This design comes from an exercise in tuning for a short achievable clock period and few clock cycles on the open sky130 flow, not from production work. No run shown here included a check of the RTL's function; only the layout flow was run. Power is estimated from default activity; no workload was simulated.

**flow/config.mk**
```make
export PLATFORM = sky130hd
export DESIGN_NAME = rs485_half_duplex_frame_buffer_top
export DESIGN_NICKNAME = rs485_half_duplex_frame_buffer_top
export VERILOG_FILES = /design/flow/design.v
export SDC_FILE = /design/flow/constraint.sdc
export NUM_CORES = 4
export LEC_CHECK = 0
export ABC_CLOCK_PERIOD_IN_PS = 2000
export CAP_MARGIN = 20
export CORE_MARGIN = 2
export CORE_UTILIZATION = 40
export SETUP_SLACK_MARGIN = 2.4
export SLEW_MARGIN = 20
export TNS_END_PERCENT = 10
```
**flow/run.sh**
```bash
#!/bin/bash
# synth_recipe.tcl (not shown) runs the flow's synth.tcl, then flattens the netlist and writes it again
# the make line also repeats each setting of config.mk as NAME=value (left out here)
make -C /OpenROAD-flow-scripts/flow DESIGN_CONFIG=/design/flow/config.mk WORK_HOME=/design/flow/orfs CLKGATE_MAP_FILE= SYNTH_SCRIPT=/design/flow/synth_recipe.tcl finish
```
**flow/constraint.sdc**
```tcl
create_clock -name core_clock -period 4.6 [get_ports {clock}]
set_input_delay 0.9200 -clock core_clock [delete_from_list [all_inputs] [get_ports {clock}]]
set_output_delay 0.9200 -clock core_clock [all_outputs]
set_load 0.01 [all_outputs]
```
**flow/design.v**
```verilog
`timescale 1ns / 1ps
package rs485_pkg;
   localparam int MODE_W  = 3;
   localparam int DATA_W  = 8;
   localparam int LIMIT_W = 16;
   localparam int KIND_W  = 2;
   localparam int COUNT_W = 7;
   localparam int TIMEOUT_W = 16;
   localparam logic [TIMEOUT_W-1:0] TIMEOUT_RESET = 16'd9;
   localparam logic [15:0] IDLE_MAX = 16'hFFFF;
   localparam logic [MODE_W-1:0] MODE_WRITE    = 3'd0;
   localparam logic [MODE_W-1:0] MODE_READ     = 3'd1;
   localparam logic [MODE_W-1:0] MODE_RX       = 3'd2;
   localparam logic [MODE_W-1:0] MODE_TX_READY = 3'd3;
   localparam logic [MODE_W-1:0] MODE_TX_DONE  = 3'd4;
   localparam logic [MODE_W-1:0] MODE_TICK     = 3'd5;
   localparam logic [KIND_W-1:0] KIND_STATUS    = 2'd0;
   localparam logic [KIND_W-1:0] KIND_TX_BYTE   = 2'd1;
   localparam logic [KIND_W-1:0] KIND_HOST_BYTE = 2'd2;
   localparam logic [KIND_W-1:0] KIND_NO_FRAME  = 2'd3;
   typedef enum logic [1:0] {
      PH_RECEIVING = 2'd0,
      PH_SENDING   = 2'd1,
      PH_DRAINING  = 2'd2
   } link_phase_type;
   typedef enum logic [1:0] {
      ST_IDLE     = 2'd0,
      ST_TX_FETCH = 2'd1,
      ST_FRAME    = 2'd2
   } ctrl_state_type;
endpackage
`timescale 1ns / 1ps
module rs485_ram #(
   parameter int WIDTH = 8,
   parameter int DEPTH = 64
) (
   input  logic                     clock,
   input  logic                     wr_en,
   input  logic [DEPTH-1:0]         wr_sel,
   input  logic [WIDTH-1:0]         wr_data,
   input  logic                     shift,
   output logic [WIDTH-1:0]         head0,
   output logic [WIDTH-1:0]         head1
);
   logic [DEPTH*WIDTH-1:0] mem;
   always_ff @(posedge clock) begin
      for (int i = 0; i < DEPTH - 1; i++) begin
         if (shift) begin
            mem[i*WIDTH +: WIDTH] <= mem[(i+1)*WIDTH +: WIDTH];
         end else if (wr_en && wr_sel[i]) begin
            mem[i*WIDTH +: WIDTH] <= wr_data;
         end
      end
      if (!shift && wr_en && wr_sel[DEPTH-1]) begin
         mem[(DEPTH-1)*WIDTH +: WIDTH] <= wr_data;
      end
   end
   assign head0 = mem[0 +: WIDTH];
   assign head1 = mem[WIDTH +: WIDTH];
endmodule
`timescale 1ns / 1ps
import rs485_pkg::*;
module rs485_half_duplex_frame_buffer_top #(
   parameter int BUFFER_DEPTH = 64
) (
   input  logic                            clock,
   input  logic                            reset,
   input  logic                            req_valid,
   output logic                            req_stall,
   input  logic [rs485_pkg::MODE_W-1:0]    req_mode,
   input  logic [rs485_pkg::DATA_W-1:0]    req_data,
   input  logic                            req_last,
   input  logic [rs485_pkg::LIMIT_W-1:0]   req_read_limit,
   output logic                            rsp_valid,
   input  logic                            rsp_stall,
   output logic [rs485_pkg::KIND_W-1:0]    rsp_kind,
   output logic [rs485_pkg::DATA_W-1:0]    rsp_byte_out,
   output logic                            rsp_final_res,
   output logic                            rsp_driver_enable,
   output logic [rs485_pkg::COUNT_W-1:0]   rsp_byte_count,
   input  logic                            csr_wr_en,
   input  logic [rs485_pkg::TIMEOUT_W-1:0] csr_wr_data
);
   localparam int D  = BUFFER_DEPTH;
   localparam int CW = $clog2(BUFFER_DEPTH + 1);
   localparam int RW = KIND_W + DATA_W + 1 + 1 + COUNT_W;
   logic                  r_valid, r_wr, r_rd, r_rx, r_txr, r_txd, r_tick;
   logic [DATA_W-1:0]     r_data;
   logic                  r_last;
   logic [CW-1:0]         r_lim;         
   logic                  r_lim_z, r_lim_1, r_lim_ge2;
   logic [TIMEOUT_W-1:0]  r_tmo;         
   logic                  ready_ff, ready_in;
   logic [CW-1:0]         lim_c;
   logic                  ph_rx_ff, ph_tx_ff, ph_dr_ff;
   logic                  ph_rx_in, ph_tx_in, ph_dr_in;
   logic                  driving_ff, driving_in;
   logic [CW-1:0]         tx_cnt_ff, tx_cnt_in;
   logic [D-1:0]          tx_oh_ff, tx_oh_in;
   logic [CW-1:0]         rx_len_ff, rx_len_in;
   logic [D-1:0]          rx_oh_ff, rx_oh_in;
   logic [15:0]           idle_ff, idle_in;
   logic [TIMEOUT_W-1:0]  timeout_ff;
   logic [CW-1:0]         rem_ff, rem_in;      
   logic [CW-1:0]         total_ff, total_in;
   logic                  o_valid_ff, s_valid_ff, s_valid_in;
   logic [RW-1:0]         o_ff, s_ff;
   logic                  proc, strm, produce;
   logic                  go_wr, go_rdfr, go_rx, go_txb, go_txe, go_txd, go_tick, go_rdz;
   logic                  tx_nz, tx_full, rx_nz, rx_ge2, rx_1, ige, rem_ge2, rem_ge3, rem_2;
   logic [RW-1:0]         p;
   logic [KIND_W-1:0]     p_kind;
   logic [DATA_W-1:0]     p_byte;
   logic                  p_final;
   logic [COUNT_W-1:0]    p_count;
   logic [CW-1:0]         frame_n, tx_new;
   logic [DATA_W-1:0]     tx_h0, tx_h1, rx_h0, rx_h1;
   rs485_ram #(.WIDTH(DATA_W), .DEPTH(D)) u_tx_ram (
      .clock  (clock),
      .wr_en  (go_wr && !tx_full),
      .wr_sel (tx_oh_ff),
      .wr_data(r_data),
      .shift  (go_txb),
      .head0  (tx_h0),
      .head1  (tx_h1)
   );
   rs485_ram #(.WIDTH(DATA_W), .DEPTH(D)) u_rx_ram (
      .clock  (clock),
      .wr_en  (go_rx),
      .wr_sel (rx_oh_ff),
      .wr_data(r_data),
      .shift  (strm),
      .head0  (rx_h0),
      .head1  (rx_h1)
   );
   assign tx_nz   = (tx_cnt_ff != '0);
   assign tx_full = tx_cnt_ff[CW-1];
   assign rx_nz   = (rx_len_ff != '0);
   assign rx_ge2  = (rx_len_ff[CW-1:1] != '0);
   assign rx_1    = (rx_len_ff == CW'(1));
   assign ige     = (idle_ff >= r_tmo);
   assign rem_ge2 = (rem_ff[CW-1:1] != '0);
   assign rem_ge3 = (rem_ff[CW-1:2] != '0) || (rem_ff[1] && rem_ff[0]);
   assign rem_2   = (rem_ff == CW'(2));
   assign frame_n = (rx_len_ff <= r_lim) ? rx_len_ff : r_lim;
   assign tx_new  = tx_full ? tx_cnt_ff : CW'(tx_cnt_ff + 1'b1);
   assign strm    = rem_ge2 && !s_valid_ff;
   assign proc    = ready_ff && r_valid;
   assign go_wr   = ready_ff && r_wr && ph_rx_ff;
   assign go_rdz  = ready_ff && r_rd && !rx_nz;
   assign go_rdfr = ready_ff && r_rd && rx_nz && ige;
   assign go_rx   = ready_ff && r_rx && ph_rx_ff;
   assign go_txb  = ready_ff && r_txr && ph_tx_ff && tx_nz;
   assign go_txe  = ready_ff && r_txr && ph_tx_ff && !tx_nz;
   assign go_txd  = ready_ff && r_txd && ph_dr_ff;
   assign go_tick = ready_ff && r_tick;
   assign produce = strm || proc;
   always_comb begin
      ph_rx_in   = ph_rx_ff;
      ph_tx_in   = ph_tx_ff;
      ph_dr_in   = ph_dr_ff;
      driving_in = driving_ff;
      tx_cnt_in  = tx_cnt_ff;
      tx_oh_in   = tx_oh_ff;
      if (go_wr) begin
         tx_cnt_in = tx_new;
         if (!tx_full) begin
            tx_oh_in = {tx_oh_ff[D-2:0], tx_oh_ff[D-1]};
         end
         if (r_last) begin
            driving_in = 1'b1;
            ph_rx_in   = 1'b0;
            ph_tx_in   = 1'b1;
         end
      end
      if (go_txb) begin
         tx_cnt_in = CW'(tx_cnt_ff - 1'b1);
      end
      if (go_txe) begin
         ph_tx_in = 1'b0;
         ph_dr_in = 1'b1;
      end
      if (go_txd) begin
         driving_in = 1'b0;
         ph_dr_in   = 1'b0;
         ph_rx_in   = 1'b1;
         tx_cnt_in  = '0;
         tx_oh_in   = D'(1);
      end
      rx_len_in = rx_len_ff;
      rx_oh_in  = rx_oh_ff;
      idle_in   = idle_ff;
      if (go_rx) begin
         rx_len_in = rx_len_ff[CW-1] ? CW'(1) : CW'(rx_len_ff + 1'b1);
         rx_oh_in  = {rx_oh_ff[D-2:0], rx_oh_ff[D-1]};
         idle_in   = '0;
      end
      if (go_rdz) begin
         idle_in = '0;
      end
      if (go_rdfr) begin
         rx_len_in = '0;
         rx_oh_in  = D'(1);
      end
      if (go_tick && idle_ff != IDLE_MAX) begin
         idle_in = idle_ff + 16'd1;
      end
      rem_in   = rem_ff;
      total_in = total_ff;
      if (strm) begin
         rem_in = CW'(rem_ff - 1'b1);
      end
      if (go_rdfr) begin
         rem_in   = frame_n;
         total_in = frame_n;
      end
      p_kind  = KIND_STATUS;
      p_byte  = '0;
      p_final = 1'b1;
      p_count = '0;
      if (strm) begin
         p_kind  = KIND_HOST_BYTE;
         p_byte  = rx_h1;
         p_final = rem_2;
         p_count = COUNT_W'(total_ff);
      end
      if (go_wr) begin
         p_count = COUNT_W'(tx_new);
      end
      if (ready_ff && r_rd) begin
         if (!rx_nz || !ige) begin
            p_kind = KIND_NO_FRAME;
         end else if (!r_lim_z) begin
            p_kind  = KIND_HOST_BYTE;
            p_byte  = rx_h0;
            p_final = rx_1 || r_lim_1;
            p_count = COUNT_W'(frame_n);
         end
      end
      if (go_txb) begin
         p_kind = KIND_TX_BYTE;
         p_byte = tx_h0;
      end
      p = {p_kind, p_byte, p_final, driving_in, p_count};
      s_valid_in = o_valid_ff && rsp_stall && (s_valid_ff || produce);
      if (strm) begin
         ready_in = !s_valid_in && !rem_ge3;
      end else begin
         ready_in = !s_valid_in && !rem_ge2 && !(go_rdfr && rx_ge2 && r_lim_ge2);
      end
   end
   assign lim_c = (req_read_limit[LIMIT_W-1:CW] != '0) ? {CW{1'b1}} : req_read_limit[CW-1:0];
   always_ff @(posedge clock) begin
      if (reset) begin
         r_valid    <= 1'b0;
         r_wr       <= 1'b0;
         r_rd       <= 1'b0;
         r_rx       <= 1'b0;
         r_txr      <= 1'b0;
         r_txd      <= 1'b0;
         r_tick     <= 1'b0;
         ready_ff   <= 1'b1;
         ph_rx_ff   <= 1'b1;
         ph_tx_ff   <= 1'b0;
         ph_dr_ff   <= 1'b0;
         driving_ff <= 1'b0;
         tx_cnt_ff  <= '0;
         tx_oh_ff   <= D'(1);
         rx_len_ff  <= '0;
         rx_oh_ff   <= D'(1);
         idle_ff    <= '0;
         timeout_ff <= TIMEOUT_RESET;
         rem_ff     <= '0;
         o_valid_ff <= 1'b0;
         s_valid_ff <= 1'b0;
      end else begin
         if (ready_ff) begin
            r_valid <= req_valid;
            r_wr    <= req_valid && (req_mode == MODE_WRITE);
            r_rd    <= req_valid && (req_mode == MODE_READ);
            r_rx    <= req_valid && (req_mode == MODE_RX);
            r_txr   <= req_valid && (req_mode == MODE_TX_READY);
            r_txd   <= req_valid && (req_mode == MODE_TX_DONE);
            r_tick  <= req_valid && (req_mode == MODE_TICK);
         end
         ready_ff   <= ready_in;
         ph_rx_ff   <= ph_rx_in;
         ph_tx_ff   <= ph_tx_in;
         ph_dr_ff   <= ph_dr_in;
         driving_ff <= driving_in;
         tx_cnt_ff  <= tx_cnt_in;
         tx_oh_ff   <= tx_oh_in;
         rx_len_ff  <= rx_len_in;
         rx_oh_ff   <= rx_oh_in;
         idle_ff    <= idle_in;
         if (csr_wr_en) begin
            timeout_ff <= csr_wr_data;
         end
         rem_ff     <= rem_in;
         o_valid_ff <= s_valid_ff || produce || (o_valid_ff && rsp_stall);
         s_valid_ff <= s_valid_in;
      end
   end
   always_ff @(posedge clock) begin
      if (ready_ff) begin
         r_data    <= req_data;
         r_last    <= req_last;
         r_lim     <= lim_c;
         r_lim_z   <= (req_read_limit == '0);
         r_lim_1   <= (req_read_limit == 16'd1);
         r_lim_ge2 <= (req_read_limit[LIMIT_W-1:1] != '0);
         r_tmo     <= timeout_ff;
      end
      total_ff <= total_in;
      if (!s_valid_ff) begin
         s_ff <= p;
      end
      if (!o_valid_ff || !rsp_stall) begin
         o_ff <= s_valid_ff ? s_ff : p;
      end
   end
   assign req_stall = !ready_ff;
   assign rsp_valid = o_valid_ff;
   assign {rsp_kind, rsp_byte_out, rsp_final_res, rsp_driver_enable, rsp_byte_count} = o_ff;
endmodule
```
==> reports/results.ini, run 1 <==
[clock_network]
clkTransAtPathRegs_ps=60
numCtsBuffers=137
cts_tree=yes
clockRootBuffer=clkbuf_16
clockBufferDepth=3
htree_levels=4
clock-sinks=1299
clk_latency_ps=770

[synth]
ys_types=62
avgSynthCellArea_sq_um=14.0
synthTopCellsByArea=edfxtp_1 (64%), a21o_1 (15%), dfxtp_1 (8.4%), nand2_1 (3.2%), a21oi_1 (1.6%)
post-synth-top-area-cell=edfxtp_1
yosysWarnings=2
yosys_most_used_dff=edfxtp_1
synth_top_area_share_pct=63.7
synth_seq_cells=1299
synthesis.area_sq_mm=0.0511
synth.net_count=3726
yosysSeqAreaShare_pct=72.1
synth_edf_count=1085
postSynthCellCount=3644
async_reset_ff_share_pct=0

[power_and_ir_drop]
ir_drop_v=0.000556
power_density_mw_per_mm2=723
p_leak_uw=0.0255

[cells_and_area]
area_growth_pct=16.1
stdcell_count=5470
layout_commonest_cell=edfxtp_1
layout_common_cells=edfxtp_1 (1085), a21o_1 (1003), nand2_1 (425)
drive_gt1_share_pct=13.1
final_area_sq_mm=0.0594
final_util_pct=46.7
num_antenna_cells=0
fin_nets=3776

[timing]
tightest_slew_ps=974
min_period_ps=2700
grt_setup_unrepaired=yes
worst_slack_ps=1900
post-route-period-util_pct=58.8
finalHoldViolCount=0
worst_slew_margin_rel_pct=34.9
fin_tns_setup_ps=0
setup_violations=0
skew_ps=38.4
fmax_mhz=370
report.final.slew_viol_count=0

[worst_setup_path]
crit_arrival_ps=3180
startpoint_type=register
path_class=reg -> reg
endpoint_kind=register
cp.required_ps=5070
path_max_fanout=5

[detailed_routing]
drc=0
antenna_left=0
first_pass_iters=7
wire_per_inst_microns=19.7
routed_via_density=5.31
drt_iter0_drc=2293
wirelength_microns=108000
vias=29100

[global_route]
grt.overflow.total=0
antenna_found_initial=7
grt_pass1_wl_microns=170000
grt_util_all_layers_pct=16.3
grt_max_degree=136
grt_pass1_vias=29300

[placed_design]
dp_hpwl_microns=59500
dp.cells=5115
gp_congestion=0.798
io_buffers=69
pre_cts_ws_ps=1350
place_area_sq_mm=0.0533

[die]
pin_count=70
die_w_microns=362
core_sq_mm=0.127
die_y_microns=362
start_util_pct=40.2
rows=131
dieArea_sq_mm=0.131

[job]
maxCapViolCount=0

[status]
status=complete, no violations

[min_path]
min_path_type=reg -> reg

==> where the power goes <==
part / switching [uW] / leakage (uW) / internal, uW
logic: 7510 / 0.0112 / 4940
clock network: 4680 / 0.00221 / 6340
registers: 1010 / 0.0121 / 18500
==> kinds of logic (layout without fill, tap and decap cells) <==
| family | Yosys count | after routing | synth area share [%] |
|---|---|---|---|
| buffers and inverters | 356 | 505 | 2.94 |
| AOI/OAI and AO/OA | 1264 | 1267 | 17.8 |
| xor gates and xnor gates | 18 | 18 | 0.308 |
| DFF | 1299 | 1299 | 72.1 |
| muxes | 35 | 35 | 0.695 |
| and+or+nand+nor | 639 | 651 | 5.38 |
| adders and majority gates | 33 | 33 | 0.807 |
==> registers in the layout (all words and copies together), names as in the netlist, 16 cells and up <==
signal,count
idle_ff,16
o_ff,19
r_tmo,16
rx_oh_ff,64
s_ff,19
timeout_ff,16
tx_oh_ff,64
u_rx_ram.mem,512
u_tx_ram.mem,512
==> path summary, 6_finish.rpt <==
kind                         startpoint            endpoint  slack (ps)  depth (start not counted)
max reg2reg          r_tmo[8]$_DFFE_PP_  o_ff[16]$_DFFE_PN_        1900                         13
min reg2reg  timeout_ff[3]$_SDFFE_PP1P_  r_tmo[3]$_DFFE_PP_         430                          0
max                  r_tmo[8]$_DFFE_PP_  o_ff[16]$_DFFE_PN_        1900                         13
min          timeout_ff[3]$_SDFFE_PP1P_  r_tmo[3]$_DFFE_PP_         430                          0
==> final cells by class <==
class / count / area (sq um)
clock buffer: 184 / 3720
clock inverter: 69 / 806
fill: 11100 / 67800
inverter: 45 / 174
multi-input combinational: 2004 / 13400
sequential: 1299 / 36900
tap: 1662 / 2080
timing repair buffer: 207 / 2300
==> repair_timing <==
action / CTS / global route
cloned: 19 / 4
gates resized for setup: 152 / 33
hold buffers: 0 / 0
endpoints found under the setup margin: 2262 / 1818
pin swaps: 16 / 11
setup buffers: 52 / 27
==> cells in the mapped netlist, types with 8 or more instances <==
cell      count
xor2_1       12
and3_1        8
a21oi_1     161
nor2b_1       8
ha_1         33
mux2i_1      31
clkbuf_1    180
buf_2       103
and2_1       27
nand2_1     436
or2_2        14
o21ai_0      34
a211oi_1      8
nor3_1       21
a21o_1     1004
nand4_1       8
edfxtp_1   1085
nor2_1       72
nand3_1      22
buf_1        20
inv_1        44
dfxtp_1     214
==> worst max-delay path, cell delays in order, from the launching register on <==
cell	delay (ps)
edfxtp_1	340
inv_1	60
ha_1	280
nand4_1	180
buf_4	190
nor2_2	80
a22oi_2	80
buf_6	140
a2111oi_4	300
buf_6	190
buf_8	140
buf_6	100
mux2i_2	200
o221ai_2	140
==> metrics by stage <==
stage	power [uW]	hold slack, ps
after floorplan	27900	401
after global placement	31300	416
after detailed placement	31500	414
after CTS	43000	427
after global routing	45300	437
final	43000	428
==> routing by layer <==
layer  up-vias  track usage [%]  wire length, microns
li1      13500                -                     -
met1     14800             22.5                 49400
met2       625             26.2                 51000
met3       157             2.99                  5380
met4         0             5.15                  2180
met5         -                0                     0
==> run 2: changes to the inputs <==
--- a/flow/config.mk
+++ b/flow/config.mk
@@ -6,9 +6,9 @@
 export NUM_CORES = 4
 export LEC_CHECK = 0
-export ABC_CLOCK_PERIOD_IN_PS = 2000
+export ABC_CLOCK_PERIOD_IN_PS = 1500
 export CAP_MARGIN = 20
 export CORE_MARGIN = 2
-export CORE_UTILIZATION = 40
-export SETUP_SLACK_MARGIN = 2.4
+export CORE_UTILIZATION = 55
+export SETUP_SLACK_MARGIN = 2.8
 export SLEW_MARGIN = 20
 export TNS_END_PERCENT = 10
==> run 2 against run 1 <==
Effect of this change: via count is 9.8% higher; count of clock-buffer cells in the layout is 1 lower; cell count is 3.2% lower; non-clock buffer count is 254 higher; sequential share of layout area is 5.2 points lower; critical endpoint is now rx_oh_ff[0]$_SDFFE_PP1P_.
==> reports/results.ini, run 2 <==
[power_and_ir_drop]
p_leak_uw=0.0282  ; was 0.0255 uW
ir_drop_v=0.000605  ; was 0.000556 V
power_density_mw_per_mm2=788  ; was 723 mW/mm^2

[placed_design]
gp_congestion=0.784  ; was 0.798
dp_hpwl_microns=61600  ; was 59500 microns
io_buffers=69  ; unchanged

[worst_setup_path]
reg2reg_from=r_tmo[3]$_DFFE_PP_  ; was r_tmo[8]$_DFFE_PP_
cp.required_ps=5220  ; was 5070 ps
startpoint_type=register  ; unchanged
endpoint_kind=register  ; unchanged
path_max_fanout=8  ; was 5
path_class=reg -> reg  ; unchanged
crit_arrival_ps=3190  ; was 3180 ps
r2r_slack_ps=2030  ; was 1900 ps
r2r_end=rx_oh_ff[0]$_SDFFE_PP1P_  ; was o_ff[16]$_DFFE_PN_
reg2regPathDepth=12  ; was 13

[clock_network]
cts_tree=yes  ; unchanged
numCtsBuffers=136  ; was 137
htree_levels=4  ; unchanged
clock-sinks=1299  ; unchanged
holdBufCountCts=0  ; unchanged
clkTransAtPathRegs_ps=60  ; about the same
clockBufferDepth=3  ; unchanged
clk_latency_ps=730  ; was 770 ps
clockRootBuffer=clkbuf_16  ; unchanged

[synth]
synth_seq_cells=1299  ; unchanged
ys_types=62  ; unchanged
async_reset_ff_share_pct=0  ; unchanged
yosys-top-cells-count=edfxtp_1 (1085), a21o_1 (1004), nand2_1 (436)  ; unchanged
yosysWarnings=2  ; unchanged
synth_top_area_share_pct=63.7  ; unchanged
yosysMostFrequentCell=edfxtp_1  ; unchanged
yosysSeqAreaShare_pct=72.1  ; unchanged
synthTopCellsByArea=edfxtp_1 (64%), a21o_1 (15%), dfxtp_1 (8.4%), nand2_1 (3.2%), a21oi_1 (1.6%)  ; unchanged
post-synth-top-area-cell=edfxtp_1  ; unchanged
postSynthCellCount=3644  ; unchanged
synthesis.area_sq_mm=0.0511  ; unchanged
synth_edf_count=1085  ; unchanged
yosys_most_used_dff=edfxtp_1  ; unchanged
synth.net_count=3726  ; unchanged
avgSynthCellArea_sq_um=14.0  ; unchanged

[min_path]
holdPathStages=0  ; unchanged
hold_end=r_tmo[8]$_DFFE_PP_  ; was r_tmo[3]$_DFFE_PP_
min_path_type=reg -> reg  ; unchanged
worst_hold_startpoint=timeout_ff[8]$_SDFFE_PP0P_  ; was timeout_ff[3]$_SDFFE_PP1P_

[global_route]
grt.overflow.total=0  ; unchanged
grt_pass1_vias=31400  ; was 29300
grt_util_all_layers_pct=25.7  ; was 16.3%
grt_pass1_wl_microns=187000  ; was 170000 microns
grt_max_degree=150  ; was 136
antenna_found_initial=6  ; was 7

[detailed_routing]
wirelength_microns=134000  ; was 108000 microns
wire_per_inst_microns=25.2  ; was 19.7 microns
vias=31900  ; was 29100
first_pass_iters=7  ; unchanged
antenna_left=0  ; unchanged
drc=0  ; unchanged
routed_via_density=6.03  ; was 5.31
drt_iter0_drc=2898  ; was 2293

[cells_and_area]
fin_nets=4025  ; was 3776
layout_commonest_cell=edfxtp_1  ; unchanged
area_growth_pct=27.0  ; was 16.1%
layout_common_cells=edfxtp_1 (1085), a21o_1 (1003), nand2_1 (383)  ; was edfxtp_1 (1085), a21o_1 (1003), nand2_1 (425)
drive_gt1_share_pct=20.6  ; was 13.1%
reg_top3=u_rx_ram.mem x512, u_tx_ram.mem x512  ; unchanged

[timing]
report.final.slew_viol_count=0  ; unchanged
min_period_ps=2570  ; was 2700 ps
worst_slew_margin_rel_pct=33.8  ; was 34.9%
finalHoldViolCount=0  ; unchanged
tightest_slew_ps=991  ; was 974 ps
fmax_mhz=389  ; was 370 MHz
skew_ps=17.4  ; was 38.4 ps
post-route-period-util_pct=55.9  ; was 58.8%
fin_tns_setup_ps=0  ; unchanged
whs_ps=442  ; was 428 ps
setup_violations=0  ; unchanged
grt_setup_unrepaired=yes  ; unchanged

[status]
status=complete, no violations  ; unchanged

[die]
rows=111  ; was 131
dieArea_sq_mm=0.0954  ; was 0.131 sq mm
core_sq_mm=0.0919  ; was 0.127 sq mm
start_util_pct=55.6  ; was 40.2%
die_w_microns=309  ; was 362 microns
die_y_microns=309  ; was 362 microns
pin_count=70  ; unchanged

[job]
maxCapViolCount=0  ; unchanged

[run 2: kinds of logic (layout without fill, tap and decap cells)]
| kind of cell | after synthesis | count (layout) | synth area share (%) |
|---|---|---|---|
| flip-flops | 1299 | 1299 | 72.1 |
| AND/OR/NAND/NOR | 639 | 646 | 5.38 |
| buffers and inverters | 356 | 752 | 2.94 |
| adder cells (fa/ha/maj) | 33 | 33 | 0.807 |
| multiplexers | 35 | 35 | 0.695 |
| AO/OA/AOI/OAI | 1264 | 1268 | 17.8 |
| XOR/XNOR | 18 | 18 | 0.308 |
| other | 0 | 1 | 0 |
[run 2: per-layer routing]
layer / global-route usage (%) / part of all wire, % / up-vias
li1: - / - / 14100
met1: 34.0 / 41 / 16400
met2: 43.2 / 50 / 1143
met3: 4.34 / 5.8 / 274
met4: 8.90 / 3.3 / 2
met5: 0 / 0.0097 / -
[run 2: report_power, final]
| part | switching (uW) | total, uW | internal [uW] |
|---|---|---|---|
| Sequential | 1060 | 19600 | 18500 |
| Combinational | 10400 | 20600 | 10200 |
| Clock | 4450 | 11000 | 6590 |
[run 2: timing repair]
item / 4_1_cts / 5_1_grt
gates resized for setup: 306 / 194
buffers inserted: 81 / 80
endpoints found under the setup margin: 2289 / 2307
pin swaps: 119 / 101
cloned: 88 / 96
[run 2: critical path, stage by stage (launching register included)]
cell      delay, ps
edfxtp_1        390
inv_1            70
ha_1            220
o211ai_1        300
nor4_4           60
a22oi_2         300
buf_4           180
a211oi_2         60
buf_6           130
or2_4           290
buf_12          150
buf_16          150
nand3b_1        150
[run 2: worst max-delay path by stage]
stage                                  start                        to  slack, ps  depth (start not counted)
floorplan                r_tmo[15]$_DFFE_PP_        o_ff[13]$_DFFE_PN_       2280                          9
global placement         r_tmo[15]$_DFFE_PP_        o_ff[15]$_DFFE_PN_       1480                          9
detailed placement  idle_ff[13]$_SDFFE_PP0P_        o_ff[14]$_DFFE_PN_       1430                          8
CTS                    o_valid_ff$_SDFF_PP0_                 rsp_valid       2000                          1
global route         idle_ff[0]$_SDFFE_PP0P_  rx_oh_ff[0]$_SDFFE_PP1P_       1910                         12
finish                    r_tmo[3]$_DFFE_PP_  rx_oh_ff[0]$_SDFFE_PP1P_       2030                         12
[run 2: cell type report]
| cell class | instances | area, sq um |
|---|---|---|
| Inverter | 45 | 174 |
| Sequential cell | 1299 | 36900 |
| Clock inverter | 63 | 642 |
| Timing Repair Buffer | 461 | 7740 |
| Antenna cell | 1 | 2.50 |
| Tap cell | 1243 | 1560 |
| Fill cell | 6060 | 27000 |
| Multi-Input combinational cell | 2000 | 14100 |
| Clock buffer | 183 | 3820 |
[run 2: metrics by stage]
stage / util [%] / setup slack (ps) / power [uW] / cells / area, sq um
after detailed placement: 57.7 / 1430 / 31700 / 4703 / 53000
after global routing: 70.6 / 1910 / 53300 / 5294 / 64900
after global placement: 57.7 / 1480 / 31300 / 4703 / 53000
after CTS: 67.1 / 2000 / 51000 / 5118 / 61700
after floorplan: - / 2280 / 28100 / 3644 / 51700
final: 70.6 / 2030 / 51200 / 5295 / 64900
==> run 3: changes to the inputs <==
--- a/flow/design.v
+++ b/flow/design.v
@@ -88,7 +88,5 @@
    logic [DATA_W-1:0]     r_data;
    logic                  r_last;
-   logic [CW-1:0]         r_lim;         
-   logic                  r_lim_z, r_lim_1, r_lim_ge2;
-   logic [TIMEOUT_W-1:0]  r_tmo;         
+   logic [CW-1:0]         r_n, r_n_in;   
    logic                  ready_ff, ready_in;
    logic [CW-1:0]         lim_c;
@@ -101,5 +99,8 @@
    logic [D-1:0]          rx_oh_ff, rx_oh_in;
    logic [15:0]           idle_ff, idle_in;
+   logic [16:0]           idle_p1_ff, idle_p1_in;   
+   logic                  ige_ff, ige_in;           
    logic [TIMEOUT_W-1:0]  timeout_ff;
+   logic                  tmo_z_ff;                 
    logic [CW-1:0]         rem_ff, rem_in;      
    logic [CW-1:0]         total_ff, total_in;
@@ -108,5 +109,7 @@
    logic                  proc, strm, produce;
    logic                  go_wr, go_rdfr, go_rx, go_txb, go_txe, go_txd, go_tick, go_rdz;
-   logic                  tx_nz, tx_full, rx_nz, rx_ge2, rx_1, ige, rem_ge2, rem_ge3, rem_2;
+   logic                  tx_nz, tx_full, rx_nz, rem_ge2, rem_ge3, rem_2;
+   logic                  n_nz, n_1, n_ge2, idle_clr, idle_inc;
+   logic [CW-1:0]         rx_len_p1;
    logic [RW-1:0]         p;
    logic [KIND_W-1:0]     p_kind;
@@ -114,5 +117,5 @@
    logic                  p_final;
    logic [COUNT_W-1:0]    p_count;
-   logic [CW-1:0]         frame_n, tx_new;
+   logic [CW-1:0]         tx_new;
    logic [DATA_W-1:0]     tx_h0, tx_h1, rx_h0, rx_h1;
    rs485_ram #(.WIDTH(DATA_W), .DEPTH(D)) u_tx_ram (
@@ -137,11 +140,11 @@
    assign tx_full = tx_cnt_ff[CW-1];
    assign rx_nz   = (rx_len_ff != '0);
-   assign rx_ge2  = (rx_len_ff[CW-1:1] != '0);
-   assign rx_1    = (rx_len_ff == CW'(1));
-   assign ige     = (idle_ff >= r_tmo);
+   assign n_nz    = (r_n != '0);
+   assign n_1     = (r_n == CW'(1));
+   assign n_ge2   = (r_n[CW-1:1] != '0);
    assign rem_ge2 = (rem_ff[CW-1:1] != '0);
    assign rem_ge3 = (rem_ff[CW-1:2] != '0) || (rem_ff[1] && rem_ff[0]);
    assign rem_2   = (rem_ff == CW'(2));
-   assign frame_n = (rx_len_ff <= r_lim) ? rx_len_ff : r_lim;
+   assign rx_len_p1 = CW'(rx_len_ff + 1'b1);
    assign tx_new  = tx_full ? tx_cnt_ff : CW'(tx_cnt_ff + 1'b1);
    assign strm    = rem_ge2 && !s_valid_ff;
@@ -149,5 +152,5 @@
    assign go_wr   = ready_ff && r_wr && ph_rx_ff;
    assign go_rdz  = ready_ff && r_rd && !rx_nz;
-   assign go_rdfr = ready_ff && r_rd && rx_nz && ige;
+   assign go_rdfr = ready_ff && r_rd && rx_nz && ige_ff;
    assign go_rx   = ready_ff && r_rx && ph_rx_ff;
    assign go_txb  = ready_ff && r_txr && ph_tx_ff && tx_nz;
@@ -192,5 +195,5 @@
       idle_in   = idle_ff;
       if (go_rx) begin
-         rx_len_in = rx_len_ff[CW-1] ? CW'(1) : CW'(rx_len_ff + 1'b1);
+         rx_len_in = rx_len_ff[CW-1] ? CW'(1) : rx_len_p1;
          rx_oh_in  = {rx_oh_ff[D-2:0], rx_oh_ff[D-1]};
          idle_in   = '0;
@@ -204,5 +207,28 @@
       end
       if (go_tick && idle_ff != IDLE_MAX) begin
-         idle_in = idle_ff + 16'd1;
+         idle_in = idle_p1_ff[15:0];
+      end
+      idle_clr   = go_rx || go_rdz;
+      idle_inc   = go_tick && idle_ff != IDLE_MAX;
+      idle_p1_in = idle_clr ? 17'd1 : idle_inc ? 17'(idle_p1_ff + 1'b1) : idle_p1_ff;
+      if (!ready_ff) begin
+         ige_in = ige_ff;
+      end else if (idle_clr) begin
+         ige_in = tmo_z_ff;
+      end else if (idle_inc) begin
+         ige_in = ({1'b0, timeout_ff} <= idle_p1_ff);
+      end else begin
+         ige_in = (timeout_ff <= idle_ff);
+      end
+      if (!ready_ff) begin
+         r_n_in = r_n;
+      end else if (go_rx && rx_len_ff[CW-1]) begin
+         r_n_in = (lim_c == '0) ? '0 : CW'(1);
+      end else if (go_rx) begin
+         r_n_in = (rx_len_ff < lim_c) ? rx_len_p1 : lim_c;
+      end else if (go_rdfr) begin
+         r_n_in = '0;
+      end else begin
+         r_n_in = (rx_len_ff <= lim_c) ? rx_len_ff : lim_c;
       end
       rem_in   = rem_ff;
@@ -212,6 +238,6 @@
       end
       if (go_rdfr) begin
-         rem_in   = frame_n;
-         total_in = frame_n;
+         rem_in   = r_n;
+         total_in = r_n;
       end
       p_kind  = KIND_STATUS;
@@ -229,11 +255,11 @@
       end
       if (ready_ff && r_rd) begin
-         if (!rx_nz || !ige) begin
+         if (!rx_nz || !ige_ff) begin
             p_kind = KIND_NO_FRAME;
-         end else if (!r_lim_z) begin
+         end else if (n_nz) begin
             p_kind  = KIND_HOST_BYTE;
             p_byte  = rx_h0;
-            p_final = rx_1 || r_lim_1;
-            p_count = COUNT_W'(frame_n);
+            p_final = n_1;
+            p_count = COUNT_W'(r_n);
          end
       end
@@ -247,5 +273,5 @@
          ready_in = !s_valid_in && !rem_ge3;
       end else begin
-         ready_in = !s_valid_in && !rem_ge2 && !(go_rdfr && rx_ge2 && r_lim_ge2);
+         ready_in = !s_valid_in && !rem_ge2 && !(go_rdfr && n_ge2);
       end
    end
@@ -270,5 +296,9 @@
          rx_oh_ff   <= D'(1);
          idle_ff    <= '0;
+         idle_p1_ff <= 17'd1;
+         ige_ff     <= 1'b0;
+         r_n        <= '0;
          timeout_ff <= TIMEOUT_RESET;
+         tmo_z_ff   <= 1'b0;
          rem_ff     <= '0;
          o_valid_ff <= 1'b0;
@@ -294,6 +324,10 @@
          rx_oh_ff   <= rx_oh_in;
          idle_ff    <= idle_in;
+         idle_p1_ff <= idle_p1_in;
+         ige_ff     <= ige_in;
+         r_n        <= r_n_in;
          if (csr_wr_en) begin
             timeout_ff <= csr_wr_data;
+            tmo_z_ff   <= (csr_wr_data == '0);
          end
          rem_ff     <= rem_in;
@@ -306,9 +340,4 @@
          r_data    <= req_data;
          r_last    <= req_last;
-         r_lim     <= lim_c;
-         r_lim_z   <= (req_read_limit == '0);
-         r_lim_1   <= (req_read_limit == 16'd1);
-         r_lim_ge2 <= (req_read_limit[LIMIT_W-1:1] != '0);
-         r_tmo     <= timeout_ff;
       end
       total_ff <= total_in;
--- a/flow/config.mk
+++ b/flow/config.mk
@@ -6,9 +6,9 @@
 export NUM_CORES = 4
 export LEC_CHECK = 0
-export ABC_CLOCK_PERIOD_IN_PS = 1500
+export ABC_CLOCK_PERIOD_IN_PS = 1800
 export CAP_MARGIN = 20
 export CORE_MARGIN = 2
 export CORE_UTILIZATION = 55
-export SETUP_SLACK_MARGIN = 2.8
+export SETUP_SLACK_MARGIN = 2.6
 export SLEW_MARGIN = 20
-export TNS_END_PERCENT = 10
+export TNS_END_PERCENT = 20
==> run 3 against run 2 <==
Effect of this change: clock power about the same; register-to-register slack lost 340 ps; die area increased by 1.0%; sequential power fell by 2%; sequential share of layout area hardly changed; count of clock-buffer cells in the layout rose by 21; synthesized cell count is 4.5% higher; largest power group is now sequential cells; cell count is 2.3% higher; hold slack improved by 8.7 ps; via count up 3.2%; non-clock buffer count is 46 lower; total power fell by 9.2%.
==> reports/results.ini, run 3 <==
[detailed_routing]
wirelength_microns=142000  ; was 134000 microns
drt_iter0_drc=2928  ; was 2898
route.met3.wl_microns=8100  ; was 7780 microns
vias=32900  ; was 31900
drc=0  ; unchanged
wl_met2_microns=71000  ; was 66300 microns
antenna_left=0  ; unchanged
routed_via_density=6.08  ; was 6.03
top_layer_used=met5  ; unchanged
first_pass_iters=6  ; was 7
wire_per_inst_microns=26.1  ; was 25.2 microns
met1_length_microns=58700  ; was 55000 microns

[clock_network]
clockBufferDepth=3  ; unchanged
numCtsBuffers=135  ; was 136
clock-sinks=1299  ; unchanged
cts_tree=yes  ; unchanged
clkTransAtPathRegs_ps=60  ; about the same
clockRootBuffer=clkbuf_16  ; unchanged
holdBufCountCts=0  ; unchanged
clk_latency_ps=740  ; was 730 ps
htree_levels=4  ; unchanged

[synth]
yosysWarnings=2  ; unchanged
post-synth-top-area-cell=edfxtp_1  ; unchanged
yosys_most_used_dff=edfxtp_1  ; unchanged
synth_seq_cells=1299  ; unchanged
yosysSeqAreaShare_pct=70.8  ; was 72.1%
yosys-top-cells-count=edfxtp_1 (1059), a21o_1 (1019), nand2_1 (444)  ; was edfxtp_1 (1085), a21o_1 (1004), nand2_1 (436)
synth.net_count=3902  ; was 3726
async_reset_ff_share_pct=0  ; unchanged
avgSynthCellArea_sq_um=13.6  ; was 14.0 sq um
postSynthCellCount=3809  ; was 3644
synthTopCellsByArea=edfxtp_1 (62%), a21o_1 (15%), dfxtp_1 (9.3%), nand2_1 (3.2%), clkbuf_1 (2.2%)  ; was edfxtp_1 (64%), a21o_1 (15%), dfxtp_1 (8.4%), nand2_1 (3.2%), a21oi_1 (1.6%)
synth_top_area_share_pct=61.5  ; was 63.7%
synthesis.area_sq_mm=0.0517  ; was 0.0511 sq mm
ys_types=69  ; was 62
synth_edf_count=1059  ; was 1085
yosysMostFrequentCell=edfxtp_1  ; unchanged

[timing]
post-route-period-util_pct=68.0  ; was 55.9%
worst_slew_margin_rel_pct=32.3  ; was 33.8%
min_period_ps=3130  ; was 2570 ps
fmax_mhz=320  ; was 389 MHz
fin_tns_setup_ps=0  ; unchanged
finalHoldViolCount=0  ; unchanged
report.final.slew_viol_count=0  ; unchanged
grt_setup_unrepaired=yes  ; unchanged
tightest_slew_ps=1010  ; was 991 ps
setup_violations=0  ; unchanged
skew_ps=25.0  ; was 17.4 ps

[cells_and_area]
fillers=6325  ; was 6060
layout_common_cells=edfxtp_1 (1059), a21o_1 (1019), nand2_1 (318)  ; was edfxtp_1 (1085), a21o_1 (1003), nand2_1 (383)
area_growth_pct=24.8  ; was 27.0%
fin_nets=4140  ; was 4025
final_area_sq_mm=0.0645  ; was 0.0649 sq mm
final_util_pct=69.2  ; was 70.6%
stdcell_count=5416  ; was 5295
num_antenna_cells=0  ; was 1
drive_gt1_share_pct=19.9  ; was 20.6%
layout_commonest_cell=edfxtp_1  ; unchanged
reg_top3=u_rx_ram.mem x512, u_tx_ram.mem x512  ; unchanged

[die]
pin_count=70  ; unchanged
start_util_pct=55.4  ; was 55.6%
rows=112  ; was 111
die_y_microns=310  ; was 309 microns
die_w_microns=310  ; was 309 microns
core_sq_mm=0.0932  ; was 0.0919 sq mm
dieArea_sq_mm=0.0964  ; was 0.0954 sq mm

[global_route]
grt_util_all_layers_pct=23.9  ; was 25.7%
grt_pass1_wl_microns=179000  ; was 187000 microns
antenna_found_initial=1  ; was 6
grt_pass1_vias=31100  ; was 31400
grt.overflow.total=0  ; unchanged
grt_max_degree=254  ; was 150

[worst_setup_path]
r2r_end=r_n[6]$_SDFFE_PP0P_  ; was rx_oh_ff[0]$_SDFFE_PP1P_
path_max_fanout=6  ; was 8
reg2regPathDepth=9  ; was 12
path_class=in -> reg  ; was reg -> reg
startpoint_type=input pin  ; was register
r2r_slack_ps=1690  ; was 2030 ps
reg2reg_from=rx_len_ff[2]$_SDFFE_PP0P_  ; was r_tmo[3]$_DFFE_PP_
crit_arrival_ps=3750  ; was 3190 ps
endpoint_kind=register  ; unchanged
cp.required_ps=5220  ; about the same

[power_and_ir_drop]
seqPwrFrac_pct=41.3  ; was 38.2%
p_leak_uw=0.0276  ; was 0.0282 uW
ir_drop_v=0.000574  ; was 0.000605 V
p_sw_share_pct=31.5  ; was 31.1%
switchingPower_uw=14600  ; was 15900 uW
finalPower_uw=46500  ; was 51200 uW
power.internal_uw=31800  ; was 35300 uW
power_density_mw_per_mm2=721  ; was 788 mW/mm^2
p_comb_share_pct=35.5  ; was 40.3%
power.clock.fraction_pct=23.2  ; was 21.6%

[min_path]
min_path_type=reg -> reg  ; unchanged
holdPathStages=1  ; was 0
hold_end=s_ff[12]$_DFF_P_  ; was r_tmo[8]$_DFFE_PP_
worst_hold_startpoint=s_ff[12]$_DFF_P_  ; was timeout_ff[8]$_SDFFE_PP0P_

[placed_design]
dp_hpwl_microns=65400  ; was 61600 microns
gp_congestion=0.803  ; was 0.784
dp.cells=4843  ; was 4703
place_area_sq_mm=0.0536  ; was 0.0530 sq mm
io_buffers=69  ; unchanged

[job]
maxCapViolCount=0  ; unchanged

[status]
status=complete, no violations  ; unchanged

## run 3: per-layer routing
metal	vias up	global-route usage, %
met3	236	3.65
li1	14600	-
met1	16900	32.2
met2	1210	40.2
met4	2	7.44
met5	-	0
## run 3: per-stage QoR
| stage | hold slack (ps) | worst slack (ps) |
|---|---|---|
| 3_5_place_dp | 438 | 228 |
| 2_1_floorplan | 406 | 849 |
| 6_report | 450 | 1470 |
| 4_1_cts | 454 | 1570 |
| 5_1_grt | 471 | 1350 |
| 3_3_place_gp | 436 | 152 |
## run 3: timing repair
item                       4_1_cts  5_1_grt
gates cloned                     7      127
pin swaps                       21      272
setup endpoints to repair     2291     2253
resized for setup              244      325
buffers inserted                60      127
## run 3: kinds of logic after synthesis
family	Yosys count	synth area share [%]
compound gates	1322	18.4
xor+xnor	33	0.559
fa+ha+maj	44	1.07
buf+inv	379	2.78
flops	1299	70.8
mux	28	0.545
simple gates	704	5.76
## run 3: final cells by class
cell class | count | area (sq um) | area share [%]
sequential | 1299 | 36600 | 56.8
multi-input combinational | 2147 | 15600 | 24.2
timing repair buffer | 415 | 6070 | 9.41
clock buffer | 204 | 3930 | 6.09
tap | 1254 | 1570 | 2.43
clock inverter | 48 | 444 | 0.689
inverter | 48 | 200 | 0.310
timing repair inverter | 1 | 8.76 | 0.0136
## run 3: worst max-delay path, stage by stage
cell	delay, ps
buf_6	90
or4_4	580
nor3_4	270
nand2b_4	90
ha_4	170
nor2b_4	120
o21a_1	200
o32ai_4	270
nand2_2	110
a221oi_4	350
buf_4	170
mux2i_1	60
a221o_1	330
## run 3: worst max-delay path by stage
stage	startpoint	to	slack (ps)
floorplan	req_read_limit[11]	r_n[3]$_SDFFE_PP0P_	850
global placement	req_read_limit[11]	r_n[3]$_SDFFE_PP0P_	150
detailed placement	req_read_limit[11]	r_n[3]$_SDFFE_PP0P_	230
CTS	req_read_limit[15]	r_n[3]$_SDFFE_PP0P_	1570
global route	req_read_limit[13]	r_n[3]$_SDFFE_PP0P_	1350
finish	req_read_limit[13]	r_n[3]$_SDFFE_PP0P_	1470
## run 3: power by group through the flow
stage          Combinational (uW)  Sequential (uW)  Clock (uW)
2_1_floorplan                8040            18900           0
3_3_place_gp                10700            19300           0
3_5_place_dp                11000            19300           0
4_1_cts                     13600            19100       10900
5_1_grt                     17600            19400       11400
6_report                    16500            19200       10800
==> run 4: changes to the inputs <==
==> flow/flow/run.sh (new file) <==
#!/bin/bash
# The standard ORFS layout, with two changes to how it is built:
#  - the port buffers are sky130_fd_sc_hd__buf_4 cells instead of the
#    delay-cell buffers buffer_ports picks by default;
#  - the resizer may change a cell to any cell of the same function
#    (MATCH_CELL_FOOTPRINT=0), not only one with the same footprint.
# The whole make output goes to standard_flow.log; ORFS keeps each step's log
# under orfs/logs/.
set -euo pipefail
bash standard.sh "BUFFER_PORTS_ARGS=-buffer_cell sky130_fd_sc_hd__buf_4" \
   MATCH_CELL_FOOTPRINT=0 finish > standard_flow.log 2>&1
==> flow/standard.sh (new file) <==
#!/bin/bash
# synth_recipe.tcl (not shown) runs the flow's synth.tcl, then flattens the netlist and writes it again
# the make line also repeats each setting of config.mk as NAME=value (left out here)
make -C /OpenROAD-flow-scripts/flow DESIGN_CONFIG=/design/flow/config.mk WORK_HOME=/design/flow/orfs CLKGATE_MAP_FILE= SYNTH_SCRIPT=/design/flow/synth_recipe.tcl "${@:-finish}"
removed: flow/run.sh
==> run 4 against run 3 <==
Effect of this change: global-route usage rose by 1.8 points; critical path depth down 2; flip-flop and latch count stayed put; fmax up 1.6%; non-clock buffer count up 13; largest cell class unchanged.
==> reports/results.ini, run 4 <==
[global_route]
grt.overflow.total=0  ; unchanged
grt_util_all_layers_pct=25.7  ; was 23.9%
antenna_found_initial=2  ; was 1
grt_pass1_wl_microns=188000  ; was 179000 microns
grt_max_degree=245  ; was 254
grt_pass1_vias=31800  ; was 31100

[timing]
worst_slew_margin_rel_pct=29.5  ; was 32.3%
report.final.slew_viol_count=0  ; unchanged
tightest_slew_ps=1050  ; was 1010 ps
post-route-period-util_pct=67.0  ; was 68.0%
finalHoldViolCount=0  ; unchanged
min_period_ps=3080  ; was 3130 ps
grt_setup_unrepaired=yes  ; unchanged
fmax_mhz=325  ; was 320 MHz
setup_violations=0  ; unchanged
fin_tns_setup_ps=0  ; unchanged
skew_ps=22.0  ; was 25.0 ps

[synth]
yosys_most_used_dff=edfxtp_1  ; unchanged
yosysSeqAreaShare_pct=70.8  ; unchanged
postSynthCellCount=3809  ; unchanged
synth_seq_cells=1299  ; unchanged
synthTopCellsByArea=edfxtp_1 (62%), a21o_1 (15%), dfxtp_1 (9.3%), nand2_1 (3.2%), clkbuf_1 (2.2%)  ; unchanged
async_reset_ff_share_pct=0  ; unchanged
ys_types=69  ; unchanged
synthesis.area_sq_mm=0.0517  ; unchanged
post-synth-top-area-cell=edfxtp_1  ; unchanged
yosysMostFrequentCell=edfxtp_1  ; unchanged
synth_top_area_share_pct=61.5  ; unchanged
yosysWarnings=2  ; unchanged
avgSynthCellArea_sq_um=13.6  ; unchanged
synth.net_count=3902  ; unchanged
yosys-top-cells-count=edfxtp_1 (1059), a21o_1 (1019), nand2_1 (444)  ; unchanged
synth_edf_count=1059  ; unchanged

[worst_setup_path]
critical_path.slowest_cell=or4_2  ; was or4_4
startpoint_type=input pin  ; unchanged
cp.required_ps=5230  ; was 5220 ps
critical_path.startpoint=req_read_limit[11]  ; was req_read_limit[13]
cp_cell_sequence=buf_6 > or4_4 > buf_4 > or4_2 > a21oi_2 > o211a_1 > a221oi_4 > buf_6 > buf_4 > o221a_4 > a221o_1  ; was buf_6 > or4_4 > nor3_4 > nand2b_4 > ha_4 > nor2b_4 > o21a_1 > o32ai_4 > nand2_2 > a221oi_4 > buf_4 > mux2i_1 > a221o_1
r2r_slack_ps=1670  ; was 1690 ps
cpPeakStageDelay_ps=670  ; was 580 ps
path_max_fanout=5  ; was 6
path_class=in -> reg  ; unchanged
endpoint_kind=register  ; unchanged
r2r_end=r_n[6]$_SDFFE_PP0P_  ; unchanged
reg2reg_from=rx_len_ff[2]$_SDFFE_PP0P_  ; unchanged
crit_arrival_ps=3710  ; was 3750 ps
reg2regPathDepth=9  ; unchanged

[die]
rows=112  ; unchanged
core_sq_mm=0.0932  ; unchanged
die_y_microns=310  ; unchanged
die_w_microns=310  ; unchanged
dieArea_sq_mm=0.0964  ; unchanged
pin_count=70  ; unchanged
start_util_pct=55.4  ; unchanged

[detailed_routing]
drt_iter0_drc=3343  ; was 2928
wirelength_microns=145000  ; was 142000 microns
met1_length_microns=59800  ; was 58700 microns
route.met3.wl_microns=9140  ; was 8100 microns
antenna_left=0  ; unchanged
first_pass_iters=5  ; was 6
routed_via_density=6.17  ; was 6.08
vias=33600  ; was 32900
drc=0  ; unchanged
top_layer_used=met4  ; was met5
wl_met2_microns=71900  ; was 71000 microns
wire_per_inst_microns=26.6  ; was 26.1 microns

[min_path]
worst_hold_startpoint=req_data[7]  ; was s_ff[12]$_DFF_P_
hold_end=r_data[7]$_DFFE_PP_  ; was s_ff[12]$_DFF_P_
min_path_type=in -> reg  ; was reg -> reg
holdPathStages=1  ; unchanged

[clock_network]
numCtsBuffers=136  ; was 135
htree_levels=4  ; unchanged
cts_tree=yes  ; unchanged
clock-sinks=1299  ; unchanged
clkTransAtPathRegs_ps=60  ; about the same
clk_latency_ps=760  ; was 740 ps
clockBufferDepth=3  ; unchanged
clockRootBuffer=clkbuf_16  ; unchanged

[placed_design]
io_buffers=69  ; unchanged
place_area_sq_mm=0.0534  ; was 0.0536 sq mm
dp.cells=4841  ; was 4843
gp_congestion=0.806  ; was 0.803
dp_hpwl_microns=65100  ; was 65400 microns

[status]
status=complete, no violations  ; unchanged

[job]
maxCapViolCount=0  ; unchanged

[cells_and_area]
drive_gt1_share_pct=22.8  ; was 19.9%
layout_common_cells=edfxtp_1 (1059), a21o_1 (1019), nand2_1 (337)  ; was edfxtp_1 (1059), a21o_1 (1019), nand2_1 (318)
reg_top3=u_rx_ram.mem x512, u_tx_ram.mem x512  ; unchanged
stdcell_count=5435  ; was 5416
layout_commonest_cell=edfxtp_1  ; unchanged
area_growth_pct=25.4  ; was 24.8%
fin_nets=4157  ; was 4140
final_area_sq_mm=0.0648  ; was 0.0645 sq mm

[power_and_ir_drop]
power_density_mw_per_mm2=764  ; was 721 mW/mm^2
ir_drop_v=0.000607  ; was 0.000574 V
p_leak_uw=0.0280  ; was 0.0276 uW
finalPower_uw=49500  ; was 46500 uW

## run 4: cell counts after synthesis
No cell type changed its count.
## run 4: where the power goes
group          total, uW  switching (uW)  internal [uW]  leakage (uW)
combinational      18900            9970           8910        0.0136
clock              11400            4690           6740       0.00225
sequential         19200            1080          18100        0.0121
total              49500           15700          33800        0.0280
## run 4: timing repair
action	4_1_cts	5_1_grt
gates cloned	45	112
setup endpoints to repair	2291	2288
pin swaps	18	276
hold buffers	0	0
resized for setup	249	308
setup buffers	72	110
## run 4: how the worst max path moves through the flow
stage | endpoint
after floorplan | r_n[3]$_SDFFE_PP0P_
after global placement | r_n[3]$_SDFFE_PP0P_
after detailed placement | r_n[3]$_SDFFE_PP0P_
after CTS | r_n[2]$_SDFFE_PP0P_
after global routing | r_n[2]$_SDFFE_PP0P_
final | r_n[6]$_SDFFE_PP0P_
## run 4: worst max-delay path, delay by kind of cell
family                 cells  cell delay (ps)
AND/OR/NAND/NOR            2             1250
AO/OA/AOI/OAI              5             1030
buffers and inverters      4              520
## run 4: cells by family (layout without fill, tap and decap cells)
logic type      count (synthesis)  in the layout  synth area share (%)
other cells                     0              1                     0
mux                            28             28                 0.545
buf+inv                       379            731                  2.78
simple gates                  704            722                  5.76
flops                        1299           1299                  70.8
fa+ha+maj                      44             44                  1.07
compound gates               1322           1323                  18.4
xor+xnor                       33             33                 0.559
## run 4: metal layers
metal / vias up / track usage (%)
li1: 14600 / -
met1: 17400 / 34.5
met2: 1294 / 43.4
met3: 230 / 3.86
met4: 0 / 8.21
met5: - / 0
## run 4: area by class of cell
cell class              instances  area, sq um
diodes                          1         2.50
clock buffers                 175         3610
clock inverters                79         1010
fillers                      6343        28400
inverters                      48          201
multi-input cells            2150        15400
flip-flops and latches       1299        36600
well taps                    1254         1570
repair buffers                428         6300
repair inverters                1         8.76
## run 4: stage by stage
stage	setup WS, ps	hold slack, ps	util (%)
2_1_floorplan	849	406	-
3_3_place_gp	455	435	57.3
3_5_place_dp	367	439	57.3
4_1_cts	1560	301	64.9
5_1_grt	1430	318	69.5
6_report	1520	341	69.5

[port drivers added, routing unchanged]
The flow's constraints put no driver on any port. The routed layouts listed below were extracted and timed again, unchanged, in two steps. Step 1 (the two cells are an assumption about what drives the block):
set clk [get_ports {clock}]
set_driving_cell -lib_cell sky130_fd_sc_hd__clkbuf_16 $clk
set_driving_cell -lib_cell sky130_fd_sc_hd__buf_2 [delete_from_list [all_inputs] $clk]
Step 2, shift: input delay + t, output delay - t, t = (earliest + latest rising clock arrival at the registers) / 2. This alone moves slack from input paths to output paths. Slacks: ideal ports / drivers / drivers and shift; pairs: ideal ports / drivers.
run	t, ns	setup WS [ns]	latest minus earliest clock arrival (ns)	worst data-port slew with drivers (ns)	pins driven straight from the clock port
run 1	0.827	1.896 / 1.896 / 1.610	0.045 / 0.046	0.09	1
run 2	0.790	2.029 / 1.967 / 1.623	0.018 / 0.018	0.08	1
run 3	0.800	1.471 / 1.508 / 0.708	0.027 / 0.027	0.09	1
run 4	0.812	1.520 / 1.555 / 0.743	0.028 / 0.028	0.11	1
After both steps every run listed still meets setup and hold. For run 4, which loses most, drivers alone change the setup slack by +0.035 ns; drivers and shift together by -0.777 ns.
